Background: an optimization exercise with open tools, aiming at small area. Do not read the settings as production practice.
At most, simulation tests tie the RTL to the original design; equivalence was not proved.
Power and IR drop assume default switching activity.

// motion_queue_sequencer
module motion_queue_sequencer #(
    parameter int  DEPTH = 8,
    localparam int AW    = $clog2(DEPTH)
) (
    input  logic               clk,
    input  logic               reset,
    input  logic               cmd_valid,
    output logic               cmd_ready,
    input  logic [31:0]        cmd_speed_x,
    input  logic [31:0]        cmd_speed_y,
    input  logic [31:0]        cmd_speed_z,
    input  logic [31:0]        cmd_speed_e0,
    input  logic [31:0]        cmd_speed_e1,
    input  logic signed [31:0] cmd_num_x,
    input  logic signed [31:0] cmd_num_y,
    input  logic signed [31:0] cmd_num_z,
    input  logic signed [31:0] cmd_num_e0,
    input  logic signed [31:0] cmd_num_e1,
    input  logic               abort,
    input  logic               clear_error,
    output logic [31:0]        speed_x_main,
    output logic [31:0]        speed_y_main,
    output logic [31:0]        speed_z_main,
    output logic [31:0]        speed_e0_main,
    output logic [31:0]        speed_e1_main,
    output logic signed [31:0] num_x_m,
    output logic signed [31:0] num_y_m,
    output logic signed [31:0] num_z_m,
    output logic signed [31:0] num_e0_m,
    output logic signed [31:0] num_e1_m,
    output logic               start_driving_main,
    input  logic               finish,
    input  logic               error,
    input  logic [31:0]        num_x_now,
    input  logic [31:0]        num_y_now,
    input  logic [31:0]        num_z_now,
    input  logic [31:0]        num_e0_now,
    input  logic [31:0]        num_e1_now,
    output logic signed [31:0] pos_x,
    output logic signed [31:0] pos_y,
    output logic signed [31:0] pos_z,
    output logic signed [31:0] pos_e0,
    output logic signed [31:0] pos_e1,
    input  logic               pos_load,
    input  logic signed [31:0] pos_load_x,
    input  logic signed [31:0] pos_load_y,
    input  logic signed [31:0] pos_load_z,
    input  logic signed [31:0] pos_load_e0,
    input  logic signed [31:0] pos_load_e1,
    output logic               busy,
    output logic               halted,
    output logic [AW:0]        count,
    output logic [31:0]        moves_done
);
Size in the first run: ~7300 cells after synthesis, ~1200 I/O pins, about 120000 µm² of cells after synthesis.
clock: 8.0 ns
lec_check: 0
cap_margin: 20
core_margin: 2
core_utilization: 60
place_density: 0.68
slew_margin: 20
standard.sh (not shown) runs the stock make flow with config.mk's settings and CLKGATE_MAP_FILE= SYNTH_SCRIPT=/design/flow/synth_recipe.tcl, a recipe that flattens the netlist after the stock synthesis.
==> flow/flow/run.sh <==
#!/bin/bash
# Own layout flow: the standard ORFS flow (standard.sh), with
#  - the port buffers made with the smallest buffer (buf_1) instead of
#    buffer_ports' default choice,
#  - clock tree synthesis without dummy loads, with smaller leaf buffers.
# Every tool's output stays in orfs/logs/; make's own output goes to make_finish.log.
set -euo pipefail
export BUFFER_PORTS_ARGS="-buffer_cell sky130_fd_sc_hd__buf_1"
export CTS_ARGS="-sink_clustering_enable -repair_clock_nets -dont_use_dummy_load -root_buf sky130_fd_sc_hd__clkbuf_16 -buf_list sky130_fd_sc_hd__clkbuf_8 -sink_clustering_size 16 -sink_clustering_max_diameter 50"
bash standard.sh "BUFFER_PORTS_ARGS=$BUFFER_PORTS_ARGS" "CTS_ARGS=$CTS_ARGS" finish > make_finish.log 2>&1
The starting point produced a clean layout.
Next try:
CORE_UTILIZATION = 70   (was 60)
PLACE_DENSITY = 0.78   (was 0.68)
After rerunning: Clock power falls by roughly a tenth; design area is lower slightly; die area drops by about a fifth; count of clock-buffer cells in the layout goes down by 44.

---

Another version of the RTL of motion_queue_sequencer (not shown whole).
For scale: roughly 1200 I/O pins, roughly 120000 um^2 of cells after synthesis.
export LEC_CHECK = 0
export CAP_MARGIN = 20
export CORE_MARGIN = 2
export CORE_UTILIZATION = 60
export PLACE_DENSITY = 0.68
export SLEW_MARGIN = 20
create_clock -name core_clock -period 8.0 [get_ports {clk}]
==> flow/flow/run.sh <==
#!/bin/bash
# Own layout flow: the standard ORFS flow (standard.sh), with
#  - the port buffers made with the smallest buffer (buf_1) instead of
#    buffer_ports' default choice,
#  - clock tree synthesis without dummy loads, with smaller leaf buffers.
# Every tool's output stays in orfs/logs/; make's own output goes to make_finish.log.
set -euo pipefail
export BUFFER_PORTS_ARGS="-buffer_cell sky130_fd_sc_hd__buf_1"
export CTS_ARGS="-sink_clustering_enable -repair_clock_nets -dont_use_dummy_load -root_buf sky130_fd_sc_hd__clkbuf_16 -buf_list sky130_fd_sc_hd__clkbuf_8 -sink_clustering_size 20 -sink_clustering_max_diameter 50"
bash standard.sh "BUFFER_PORTS_ARGS=$BUFFER_PORTS_ARGS" "CTS_ARGS=$CTS_ARGS" finish > make_finish.log 2>&1
Rerun with:
--- a/flow/flow/run.sh
+++ b/flow/flow/run.sh
@@ -7,4 +7,4 @@
 set -euo pipefail
 export BUFFER_PORTS_ARGS="-buffer_cell sky130_fd_sc_hd__buf_1"
-export CTS_ARGS="-sink_clustering_enable -repair_clock_nets -dont_use_dummy_load -root_buf sky130_fd_sc_hd__clkbuf_16 -buf_list sky130_fd_sc_hd__clkbuf_8 -sink_clustering_size 20 -sink_clustering_max_diameter 50"
+export CTS_ARGS="-sink_clustering_enable -repair_clock_nets -dont_use_dummy_load -root_buf sky130_fd_sc_hd__clkbuf_16 -buf_list sky130_fd_sc_hd__clkbuf_8 -sink_clustering_size 18 -sink_clustering_max_diameter 50"
 bash standard.sh "BUFFER_PORTS_ARGS=$BUFFER_PORTS_ARGS" "CTS_ARGS=$CTS_ARGS" finish > make_finish.log 2>&1
--- a/flow/config.mk
+++ b/flow/config.mk
@@ -6,7 +6,8 @@
 export NUM_CORES = 4
 export LEC_CHECK = 0
-export CAP_MARGIN = 20
+export CAP_MARGIN = 10
 export CORE_MARGIN = 2
 export CORE_UTILIZATION = 60
+export GPL_TIMING_DRIVEN = 0
 export PLACE_DENSITY = 0.68
-export SLEW_MARGIN = 20
+export SLEW_MARGIN = 10
Result: This time the run completed, yet does not pass: capacitance limit, slew limit, setup timing. Sequential cell count is unchanged. Final cell count climbs by a few percent. Wire length climbs by a little under a tenth. Total power climbs slightly. Critical path depth drops by 1. Synthesized cell count does not change. Cell area climbs slightly. Worst setup slack is worse by 2000 ps. Hold slack is better by 28 ps. Synthesized area stays the same.
Rerun with:
--- a/flow/config.mk
+++ b/flow/config.mk
@@ -6,8 +6,7 @@
 export NUM_CORES = 4
 export LEC_CHECK = 0
-export CAP_MARGIN = 10
+export CAP_MARGIN = 20
 export CORE_MARGIN = 2
 export CORE_UTILIZATION = 60
-export GPL_TIMING_DRIVEN = 0
 export PLACE_DENSITY = 0.68
-export SLEW_MARGIN = 10
+export SLEW_MARGIN = 20
What happened: This time the run produced a clean layout; register-to-register slack gets better by 1800 ps; power is lower slightly; cell count is lower by a few percent; routed wire length is lower by a little under a tenth; synthesized area stays the same; count of clock-buffer cells in the layout is lower by 2; final area is lower slightly.

---

## v34
motion_queue_sequencer, a different RTL version from the one above (not shown whole).
Size: ~7800 cells after synthesis, about 1200 I/O pins.
export LEC_CHECK = 0
export CAP_MARGIN = 20
export CORE_MARGIN = 2
export CORE_UTILIZATION = 40
export SLEW_MARGIN = 20
create_clock -name core_clock -period 8.0 [get_ports {clk}]
==> flow/flow/run.sh <==
#!/bin/bash
# Own layout flow: the standard ORFS flow, with
#  - the port buffers made with the smallest buffer (buf_1) instead of
#    buffer_ports' default choice,
#  - clock tree synthesis without dummy loads.
# Every tool's output stays in orfs/logs; make's own output goes to make_finish.log.
set -euo pipefail
export BUFFER_PORTS_ARGS="-buffer_cell sky130_fd_sc_hd__buf_1"
export CTS_ARGS="-sink_clustering_enable -repair_clock_nets -dont_use_dummy_load"
bash standard.sh "BUFFER_PORTS_ARGS=$BUFFER_PORTS_ARGS" "CTS_ARGS=$CTS_ARGS" finish > make_finish.log 2>&1
The inputs of v32 differ from those of v34 as listed below.
==> flow/run.sh (new file) <==
#!/bin/bash
# synth_recipe.tcl (not shown) runs the flow's synth.tcl, then flattens the netlist and writes it again
# the make line also repeats each setting of config.mk as NAME=value (left out here)
make -C /OpenROAD-flow-scripts/flow DESIGN_CONFIG=/design/flow/config.mk WORK_HOME=/design/flow/orfs CLKGATE_MAP_FILE= SYNTH_SCRIPT=/design/flow/synth_recipe.tcl finish
removed: flow/flow/run.sh
removed: flow/standard.sh
### Flow results
The sequential power on v32 is in line with that on v34. In v32 the clock skew after layout turned out 33 ps lower than in v34. Reported for v34 and v32, fraction of the yosys area taken by sequential cells turned out identical to the last digit. v34 → v32: setup slack grew by 110 ps; number of cells in the finished layout apart from fillers grew by about 2%; combinational fraction of design power grew by 0.9 points. NOTE: peak fanout along the critical path in v32 falls short of that of v34. No stage failed in v32, and the final checks on the layout all came back clean. v32: layout filler cell count is 4.6% lower than what v34 reported.
No functional check of the RTL was part of any run of this note.

re-timing with driven ports:
How much do the figures lean on ideal ports? The routed layouts below were timed once more, with nothing changed but the port constraints.
Step 1 sets driving cells, clkbuf_16 on the clock port and buf_2 on the other inputs (assumed; they add their load-dependent delay and slew).
Step 2 moves the port delays by t, midway between the first and last clock arrival at a register: inputs arrive t later, outputs are due t later. That takes back most of the time a late clock gives input paths.
a / b / c = no drivers / after step 1 / after step 2; a / b = the first two.
| run | t (ns) | setup slack, ns | hold WS [ns] | clock arrival spread, ns |
|---|---|---|---|---|
| the first run of note 1 | 0.948 | 2.203 / 2.269 / 1.322 | 0.441 / 0.441 / 0.441 | 0.077 / 0.077 |
| the second run of note 1 | 0.938 | 2.639 / 2.682 / 1.744 | 0.438 / 0.438 / 0.438 | 0.084 / 0.084 |
| the first run of note 2 | 0.905 | 1.838 / 1.908 / 1.003 | 0.415 / 0.415 / 0.415 | 0.118 / 0.118 |
| the second run of note 2 | 0.938 | -0.207 / -0.167 / -1.105 | 0.443 / 0.443 / 0.443 | 0.126 / 0.125 |
| the third run of note 2 | 0.930 | 1.883 / 1.955 / 1.025 | 0.418 / 0.418 / 0.418 | 0.111 / 0.112 |
| v34 | 0.972 | 2.473 / 2.473 / 2.201 | 0.412 / 0.412 / 0.412 | 0.119 / 0.119 |
| v32 | 1.020 | 2.584 / 2.584 / 1.869 | 0.432 / 0.432 / 0.432 | 0.078 / 0.078 |
For the second run of note 2, which loses most, drivers alone change the setup slack by +0.040 ns; drivers and shift together by -0.898 ns.
